This design comes from an exercise in tuning for small area on the open sky130 flow, not from production work.
The RTL was checked by simulation tests, not by an equivalence proof against the original design.
Power figures rest on the tool's default switching activity, not on a simulated workload.

// rob_commit
module rob_commit #(
    parameter int ROB_DEPTH = rob_pkg::ROB_DEPTH,
    parameter int ROB_IDX   = rob_pkg::ROB_IDX,
    parameter int AR_SIZE   = rob_pkg::AR_SIZE,
    parameter int DATA_W    = rob_pkg::DATA_W
) (
    input  logic                clk,
    input  logic                rstn,
    input  logic                flush,
    input  logic                alloc_valid,
    input  logic                alloc_dest_en,
    input  logic [AR_SIZE-1:0]  alloc_rd,
    output logic                alloc_ready,
    output logic [ROB_IDX-1:0]  alloc_idx,
    input  logic                cmpl0_valid,
    input  logic [ROB_IDX-1:0]  cmpl0_idx,
    input  logic [DATA_W-1:0]   cmpl0_data,
    input  logic                cmpl1_valid,
    input  logic [ROB_IDX-1:0]  cmpl1_idx,
    input  logic [DATA_W-1:0]   cmpl1_data,
    output logic                ret_wr_en1,
    output logic [AR_SIZE-1:0]  ret_wr_addr1,
    output logic [DATA_W-1:0]   ret_wr_data1,
    output logic                ret_wr_en2,
    output logic [AR_SIZE-1:0]  ret_wr_addr2,
    output logic [DATA_W-1:0]   ret_wr_data2,
    output logic                ret_wr_en3,
    output logic [AR_SIZE-1:0]  ret_wr_addr3,
    output logic [DATA_W-1:0]   ret_wr_data3,
    output logic [1:0]          retire_count,
    output logic [ROB_IDX:0]    rob_count,
    output logic                rob_empty
);
    logic [ROB_DEPTH-1:0]                done_q;
    logic [ROB_DEPTH-1:0]                pol_q;
    logic [ROB_DEPTH-1:0][AR_SIZE-1:0]   rd_q, rd_d;
    logic [AR_SIZE-1:0]                  alloc_rd_m;
    logic [ROB_DEPTH-1:0][DATA_W-1:0]    data_q, data_d;
    logic [ROB_IDX-1:0]                  head_q;
    logic [ROB_IDX:0]                    count_q;
    logic [1:0]                          ret_cnt_q;
    logic [ROB_IDX-1:0]                  ph_q;
    logic [ROB_IDX-1:0]                  tail, ph;
  ...
export LEC_CHECK = 0
export CAP_MARGIN = 20
export CORE_MARGIN = 2
export CORE_UTILIZATION = 45
export PLACE_DENSITY = 0.6
export SLEW_MARGIN = 20
export SYNTH_HIERARCHICAL = 1
export SYNTH_MINIMUM_KEEP_SIZE = 0
create_clock -name core_clock -period 6.0 [get_ports {clk}]
standard.sh (not shown) runs the stock make flow with config.mk's settings and CLKGATE_MAP_FILE= SYNTH_SCRIPT=/design/flow/synth_recipe.tcl, a recipe that flattens the netlist after the stock synthesis.
==> flow/flow/run.sh <==
#!/bin/bash
# The standard layout (standard.sh), with two changes made through ORFS
# variables: the port buffers are the smallest buffer, and CTS clusters up to
# 16 flip-flops per clkbuf_8 and inserts no dummy loads.
set -euo pipefail
export BUFFER_PORTS_ARGS="-buffer_cell sky130_fd_sc_hd__buf_1"
export CTS_ARGS="-sink_clustering_enable -repair_clock_nets -dont_use_dummy_load -buf_list {sky130_fd_sc_hd__clkbuf_8} -sink_clustering_size 16 -sink_clustering_max_diameter 60"
bash standard.sh > standard.log 2>&1
==> next run, changes <==
--- a/flow/design.v
+++ b/flow/design.v
@@ -135,52 +135,32 @@
 );
     logic [ROB_DEPTH-1:0]                done_q;
     logic [ROB_DEPTH-1:0]                pol_q;
     logic [ROB_DEPTH-1:0][AR_SIZE-1:0]   rd_q, rd_d;
     logic [AR_SIZE-1:0]                  alloc_rd_m;
     logic [ROB_DEPTH-1:0][DATA_W-1:0]    data_q, data_d;
     logic [ROB_IDX-1:0]                  head_q;
     logic [ROB_IDX:0]                    count_q;
     logic [1:0]                          ret_cnt_q;
     logic [ROB_IDX-1:0]                  ph_q;
-    logic [ROB_IDX-1:0]                  tail, ph;
+    logic [ROB_IDX-1:0]                  tail, h1, h2, ph;
     logic                                rdy0, rdy1, rdy2;
     logic [1:0]                          sel_cnt;
     logic [2:0]                          wr_en;
     assign tail        = head_q + count_q[ROB_IDX-1:0];
     assign alloc_ready = !count_q[ROB_IDX];
     assign alloc_idx   = tail;
-    logic [3:0][3:0] hcol;               
-    logic [3:0][1:0] hrow;
-    logic [3:0][3:0] hrow_oh;
-    logic [3:0]      hbank;
-    logic [2:0][1:0] hbsel;
-    logic [2:0][3:0] hbsel_oh;
-    logic [2:0]      hdone;
-    for (genvar b = 0; b < 4; b++) begin : g_hbank
-        assign hrow[b] = head_q[3:2] + {1'b0, (head_q[1:0] > b[1:0])};
-        for (genvar r = 0; r < 4; r++) begin : g_row
-            assign hrow_oh[b][r] = (hrow[b] == r[1:0]);
-            assign hcol[b][r]    = done_q[4*r+b];
-        end
-        rob_mux4oh u_mux (.in(hcol[b]), .sel(hrow_oh[b]), .out(hbank[b]));
-    end
-    for (genvar k = 0; k < 3; k++) begin : g_hslot
-        assign hbsel[k] = head_q[1:0] + k[1:0];
-        for (genvar b = 0; b < 4; b++) begin : g_b
-            assign hbsel_oh[k][b] = (hbsel[k] == b[1:0]);
-        end
-        rob_mux4oh u_mux (.in(hbank), .sel(hbsel_oh[k]), .out(hdone[k]));
-    end
-    assign rdy0 = (count_q != 5'd0) && hdone[0];
-    assign rdy1 = (count_q > 5'd1)  && hdone[1];
-    assign rdy2 = (count_q > 5'd2)  && hdone[2];
+    assign h1   = head_q + 4'd1;
+    assign h2   = head_q + 4'd2;
+    assign rdy0 = (count_q != 5'd0) && done_q[head_q];
+    assign rdy1 = (count_q > 5'd1)  && done_q[h1];
+    assign rdy2 = (count_q > 5'd2)  && done_q[h2];
     assign sel_cnt = !rdy0 ? 2'd0 : !rdy1 ? 2'd1 : !rdy2 ? 2'd2 : 2'd3;
     always_ff @(posedge clk) begin
         if (!rstn || flush) begin
             head_q    <= '0;
             count_q   <= '0;
             ret_cnt_q <= '0;
         end else begin
             head_q    <= head_q + {2'b00, sel_cnt};
             count_q   <= count_q + {4'd0, alloc_valid && alloc_ready} - {3'd0, sel_cnt};
             ret_cnt_q <= sel_cnt;
- power is about the same
- non-clock buffer count went down by 7
- final area stays flat
- critical path depth falls by 1
- wire length increases by about 2.7%
- utilization came out lower by 0.48 points
- hold slack gains 0.0080 ns
- sequential share of layout area stays flat

---

Another version of the RTL of rob_commit (not shown whole).
Size in the first run: ~3100 cells after synthesis, roughly 660 flip-flops, ~220 I/O pins, about 0.029 mm2 of cells after synthesis.
==> module rob_data_next, before the edit <==
module rob_data_next #(
    parameter int DATA_W = rob_pkg::DATA_W
) (
    input  logic [DATA_W-1:0] q,
    input  logic [DATA_W-1:0] d0,
    input  logic [DATA_W-1:0] d1,
    input  logic              hold,
    input  logic              sel0,
    input  logic              sel1,
    output logic [DATA_W-1:0] d
);
    assign d = (q & {DATA_W{hold}}) | (d0 & {DATA_W{sel0}}) | (d1 & {DATA_W{sel1}});
endmodule
==> module rob_commit, before the edit <==
module rob_commit #(
    parameter int ROB_DEPTH = rob_pkg::ROB_DEPTH,
    parameter int ROB_IDX   = rob_pkg::ROB_IDX,
    parameter int AR_SIZE   = rob_pkg::AR_SIZE,
    parameter int DATA_W    = rob_pkg::DATA_W
) (
    input  logic                clk,
    input  logic                rstn,
    input  logic                flush,
    input  logic                alloc_valid,
    input  logic                alloc_dest_en,
    input  logic [AR_SIZE-1:0]  alloc_rd,
    output logic                alloc_ready,
    output logic [ROB_IDX-1:0]  alloc_idx,
    input  logic                cmpl0_valid,
    input  logic [ROB_IDX-1:0]  cmpl0_idx,
    input  logic [DATA_W-1:0]   cmpl0_data,
    input  logic                cmpl1_valid,
    input  logic [ROB_IDX-1:0]  cmpl1_idx,
    input  logic [DATA_W-1:0]   cmpl1_data,
    output logic                ret_wr_en1,
    output logic [AR_SIZE-1:0]  ret_wr_addr1,
    output logic [DATA_W-1:0]   ret_wr_data1,
    output logic                ret_wr_en2,
    output logic [AR_SIZE-1:0]  ret_wr_addr2,
    output logic [DATA_W-1:0]   ret_wr_data2,
    output logic                ret_wr_en3,
    output logic [AR_SIZE-1:0]  ret_wr_addr3,
    output logic [DATA_W-1:0]   ret_wr_data3,
    output logic [1:0]          retire_count,
    output logic [ROB_IDX:0]    rob_count,
    output logic                rob_empty
);
    logic [ROB_DEPTH-1:0]                done_q;
    logic [ROB_DEPTH-1:0][AR_SIZE-1:0]   rd_q, rd_d;
    logic [AR_SIZE-1:0]                  alloc_rd_m;
    logic [ROB_DEPTH-1:0][DATA_W-1:0]    data_q, data_d;
    logic [ROB_IDX-1:0]                  head_q;
    logic [ROB_IDX:0]                    count_q;
    logic [1:0]                          ret_cnt_q;
    logic [ROB_IDX-1:0]                  ph_q;
    logic [ROB_IDX-1:0]                  tail, h1, h2, ph;
    logic                                rdy0, rdy1, rdy2;
    logic [1:0]                          sel_cnt;
    logic [2:0]                          wr_en;
    assign tail        = head_q + count_q[ROB_IDX-1:0];
    assign alloc_ready = !count_q[ROB_IDX];
    assign alloc_idx   = tail;
    assign h1   = head_q + 4'd1;
    assign h2   = head_q + 4'd2;
    assign rdy0 = (count_q != 5'd0) && done_q[head_q];
    assign rdy1 = (count_q > 5'd1)  && done_q[h1];
    assign rdy2 = (count_q > 5'd2)  && done_q[h2];
    assign sel_cnt = !rdy0 ? 2'd0 : !rdy1 ? 2'd1 : !rdy2 ? 2'd2 : 2'd3;
    always_ff @(posedge clk) begin
        if (!rstn || flush) begin
            head_q    <= '0;
            count_q   <= '0;
            ret_cnt_q <= '0;
        end else begin
            head_q    <= head_q + {2'b00, sel_cnt};
            count_q   <= count_q + {4'd0, alloc_valid && alloc_ready} - {3'd0, sel_cnt};
            ret_cnt_q <= sel_cnt;
        end
    end
    always_ff @(posedge clk) ph_q <= head_q;
    assign alloc_rd_m = alloc_dest_en ? alloc_rd : '0;
    for (genvar i = 0; i < ROB_DEPTH; i++) begin : g_ent
        logic wr_tail, hit0, hit1;
        assign wr_tail = alloc_ready && (tail == i[ROB_IDX-1:0]);
        assign hit0    = cmpl0_valid && (cmpl0_idx == i[ROB_IDX-1:0]);
        assign hit1    = cmpl1_valid && (cmpl1_idx == i[ROB_IDX-1:0]);
        always_ff @(posedge clk) begin
            if (wr_tail) done_q[i] <= 1'b0;
            else if (hit0 || hit1) done_q[i] <= 1'b1;
            rd_q[i] <= rd_d[i];
            data_q[i] <= data_d[i];
        end
        for (genvar j = 0; j < AR_SIZE; j++) begin : g_rd
            rob_rd_next u_rn (
                .q    (rd_q[i][j]),
                .rd   (alloc_rd_m[j]),
                .wr   (wr_tail),
                .keep (!wr_tail),
                .d    (rd_d[i][j])
            );
        end
        rob_data_next #(.DATA_W(DATA_W)) u_dn (
            .q    (data_q[i]),
            .d0   (cmpl0_data),
            .d1   (cmpl1_data),
            .hold (done_q[i]),
            .sel0 (!done_q[i] && !hit1),
            .sel1 (!done_q[i] && hit1),
            .d    (data_d[i])
        );
    end
    localparam int EW = AR_SIZE + DATA_W;
    logic [ROB_DEPTH-1:0][EW-1:0] ent;
    logic [3:0][EW-1:0]           bank;
    logic [2:0][EW-1:0]           slot;
    assign ph = ph_q;
    for (genvar e = 0; e < ROB_DEPTH; e++) begin : g_ent_rd
        assign ent[e] = {rd_q[e], data_q[e]};
    end
    logic [3:0][3:0][EW-1:0] col;        
    logic [3:0][1:0]         row;        
    logic [3:0][3:0]         row_oh;
    logic [2:0][1:0]         bsel;       
    logic [2:0][3:0]         bsel_oh;
    for (genvar b = 0; b < 4; b++) begin : g_bank
        assign row[b] = ph[3:2] + {1'b0, (ph[1:0] > b[1:0])};
        for (genvar r = 0; r < 4; r++) begin : g_row
            assign row_oh[b][r] = (row[b] == r[1:0]);
            assign col[b][r]    = ent[4*r+b];
        end
        for (genvar j = 0; j < EW; j++) begin : g_bit
            rob_mux4oh u_mux (
                .in  ({col[b][3][j], col[b][2][j], col[b][1][j], col[b][0][j]}),
                .sel (row_oh[b]),
                .out (bank[b][j])
            );
        end
    end
    for (genvar k = 0; k < 3; k++) begin : g_slot
        assign bsel[k] = ph[1:0] + k[1:0];
        for (genvar b = 0; b < 4; b++) begin : g_b
            assign bsel_oh[k][b] = (bsel[k] == b[1:0]);
        end
        for (genvar j = 0; j < EW; j++) begin : g_bit
            rob_mux4oh u_mux (
                .in  ({bank[3][j], bank[2][j], bank[1][j], bank[0][j]}),
                .sel (bsel_oh[k]),
                .out (slot[k][j])
            );
        end
    end
    rob_retire_sel #(.AR_SIZE(AR_SIZE)) u_sel (
        .ret_cnt (ret_cnt_q),
        .rd0     (slot[0][EW-1:DATA_W]),
        .rd1     (slot[1][EW-1:DATA_W]),
        .rd2     (slot[2][EW-1:DATA_W]),
        .wr_en   (wr_en)
    );
    assign ret_wr_en1   = wr_en[0];
    assign ret_wr_en2   = wr_en[1];
    assign ret_wr_en3   = wr_en[2];
    assign ret_wr_addr1 = slot[0][EW-1:DATA_W];
    assign ret_wr_addr2 = slot[1][EW-1:DATA_W];
    assign ret_wr_addr3 = slot[2][EW-1:DATA_W];
    assign ret_wr_data1 = slot[0][DATA_W-1:0];
    assign ret_wr_data2 = slot[1][DATA_W-1:0];
    assign ret_wr_data3 = slot[2][DATA_W-1:0];
    assign retire_count = ret_cnt_q;
    assign rob_count    = count_q;
    assign rob_empty    = (count_q == '0);
endmodule
clock: 6.0 ns
lec_check: 0
cap_margin: 20
core_margin: 2
core_utilization: 45
place_density: 0.6
slew_margin: 20
synth_hierarchical: 1
synth_minimum_keep_size: 0
Scripts as last shown in full above: flow/flow/run.sh
Then changed:
--- a/flow/design.v
+++ b/flow/design.v
@@ -36,9 +36,9 @@
     input  logic              sel0,
     input  logic              sel1,
     output logic [DATA_W-1:0] d
 );
-    assign d = (q & {DATA_W{hold}}) | (d0 & {DATA_W{sel0}}) | (d1 & {DATA_W{sel1}});
+    assign d = ~((q & {DATA_W{hold}}) | (d0 & {DATA_W{sel0}}) | (d1 & {DATA_W{sel1}}));
 endmodule
 module rob_mux4oh (
     input  logic [3:0] in,
     input  logic [3:0] sel,
@@ -108,8 +108,9 @@
     output logic [ROB_IDX:0]    rob_count,
     output logic                rob_empty
 );
     logic [ROB_DEPTH-1:0]                done_q;
+    logic [ROB_DEPTH-1:0]                pol_q;
     logic [ROB_DEPTH-1:0][AR_SIZE-1:0]   rd_q, rd_d;
     logic [AR_SIZE-1:0]                  alloc_rd_m;
     logic [ROB_DEPTH-1:0][DATA_W-1:0]    data_q, data_d;
     logic [ROB_IDX-1:0]                  head_q;
@@ -150,8 +151,9 @@
         always_ff @(posedge clk) begin
             if (wr_tail) done_q[i] <= 1'b0;
             else if (hit0 || hit1) done_q[i] <= 1'b1;
             rd_q[i] <= rd_d[i];
+            pol_q[i] <= !done_q[i] || !pol_q[i];
             data_q[i] <= data_d[i];
         end
         for (genvar j = 0; j < AR_SIZE; j++) begin : g_rd
             rob_rd_next u_rn (
@@ -171,15 +173,15 @@
             .sel1 (!done_q[i] && hit1),
             .d    (data_d[i])
         );
     end
-    localparam int EW = AR_SIZE + DATA_W;
+    localparam int EW = 1 + AR_SIZE + DATA_W;
     logic [ROB_DEPTH-1:0][EW-1:0] ent;
     logic [3:0][EW-1:0]           bank;
     logic [2:0][EW-1:0]           slot;
     assign ph = ph_q;
     for (genvar e = 0; e < ROB_DEPTH; e++) begin : g_ent_rd
-        assign ent[e] = {rd_q[e], data_q[e]};
+        assign ent[e] = {pol_q[e], rd_q[e], data_q[e]};
     end
     logic [3:0][3:0][EW-1:0] col;        
     logic [3:0][1:0]         row;        
     logic [3:0][3:0]         row_oh;
@@ -213,22 +215,22 @@
         end
     end
     rob_retire_sel #(.AR_SIZE(AR_SIZE)) u_sel (
         .ret_cnt (ret_cnt_q),
-        .rd0     (slot[0][EW-1:DATA_W]),
-        .rd1     (slot[1][EW-1:DATA_W]),
-        .rd2     (slot[2][EW-1:DATA_W]),
+        .rd0     (slot[0][EW-2:DATA_W]),
+        .rd1     (slot[1][EW-2:DATA_W]),
+        .rd2     (slot[2][EW-2:DATA_W]),
         .wr_en   (wr_en)
     );
     assign ret_wr_en1   = wr_en[0];
     assign ret_wr_en2   = wr_en[1];
     assign ret_wr_en3   = wr_en[2];
-    assign ret_wr_addr1 = slot[0][EW-1:DATA_W];
-    assign ret_wr_addr2 = slot[1][EW-1:DATA_W];
-    assign ret_wr_addr3 = slot[2][EW-1:DATA_W];
-    assign ret_wr_data1 = slot[0][DATA_W-1:0];
-    assign ret_wr_data2 = slot[1][DATA_W-1:0];
-    assign ret_wr_data3 = slot[2][DATA_W-1:0];
+    assign ret_wr_addr1 = slot[0][EW-2:DATA_W];
+    assign ret_wr_addr2 = slot[1][EW-2:DATA_W];
+    assign ret_wr_addr3 = slot[2][EW-2:DATA_W];
+    assign ret_wr_data1 = slot[0][DATA_W-1:0] ^ {DATA_W{slot[0][EW-1]}};
+    assign ret_wr_data2 = slot[1][DATA_W-1:0] ^ {DATA_W{slot[1][EW-1]}};
+    assign ret_wr_data3 = slot[2][DATA_W-1:0] ^ {DATA_W{slot[2][EW-1]}};
     assign retire_count = ret_cnt_q;
     assign rob_count    = count_q;
     assign rob_empty    = (count_q == '0);
 endmodule
Die area shrinks by 1.3%.
Global-route usage grows by 0.79 points.
Area after synthesis shrinks by 1.3%.
Cell count shrinks by 8.9%.
Setup slack is worse by 0.048 ns.
Clock skew grows by 0.012 ns.
Synthesized cell count shrinks by 11%.
Total power grows by 4.8%.
Wire length grows by 1.4%.
Register-to-register slack is better by 0.21 ns.
First-iteration DRC count grows by 3.6%.

## what the ideal ports hide
How much do the figures lean on ideal ports? The routed layouts below were timed once more, with nothing changed but the port constraints.
Step 1 assumes that a clkbuf_16 drives the clock port and a buf_2 every other input.
Step 2 times the ports against the registers' clock, not the clock port: input delays grow and output delays shrink by t, the midpoint of the rising clock arrivals with the driver on.
Three values: no drivers, after step 1, after step 2; two values: the first two.
run | t, ns | setup WS [ns] | worst setup path after step 2 | latest minus earliest clock arrival (ns) | worst register clock-pin slew, ns
the first run of note 1 | 0.724 | 0.422 / 0.365 / 1.089 | register to output | 0.089 / 0.089 | 0.11 / 0.11
the second run of note 1 | 0.730 | 0.441 / 0.381 / 1.111 | register to output | 0.071 / 0.071 | 0.11 / 0.11
the first run of note 2 | 0.738 | 0.164 / 0.097 / 0.835 | register to output | 0.072 / 0.072 | 0.11 / 0.11
the second run of note 2 | 0.764 | 0.116 / 0.055 / 0.818 | register to output | 0.077 / 0.077 | 0.11 / 0.11
After both steps every run listed still meets setup and hold.
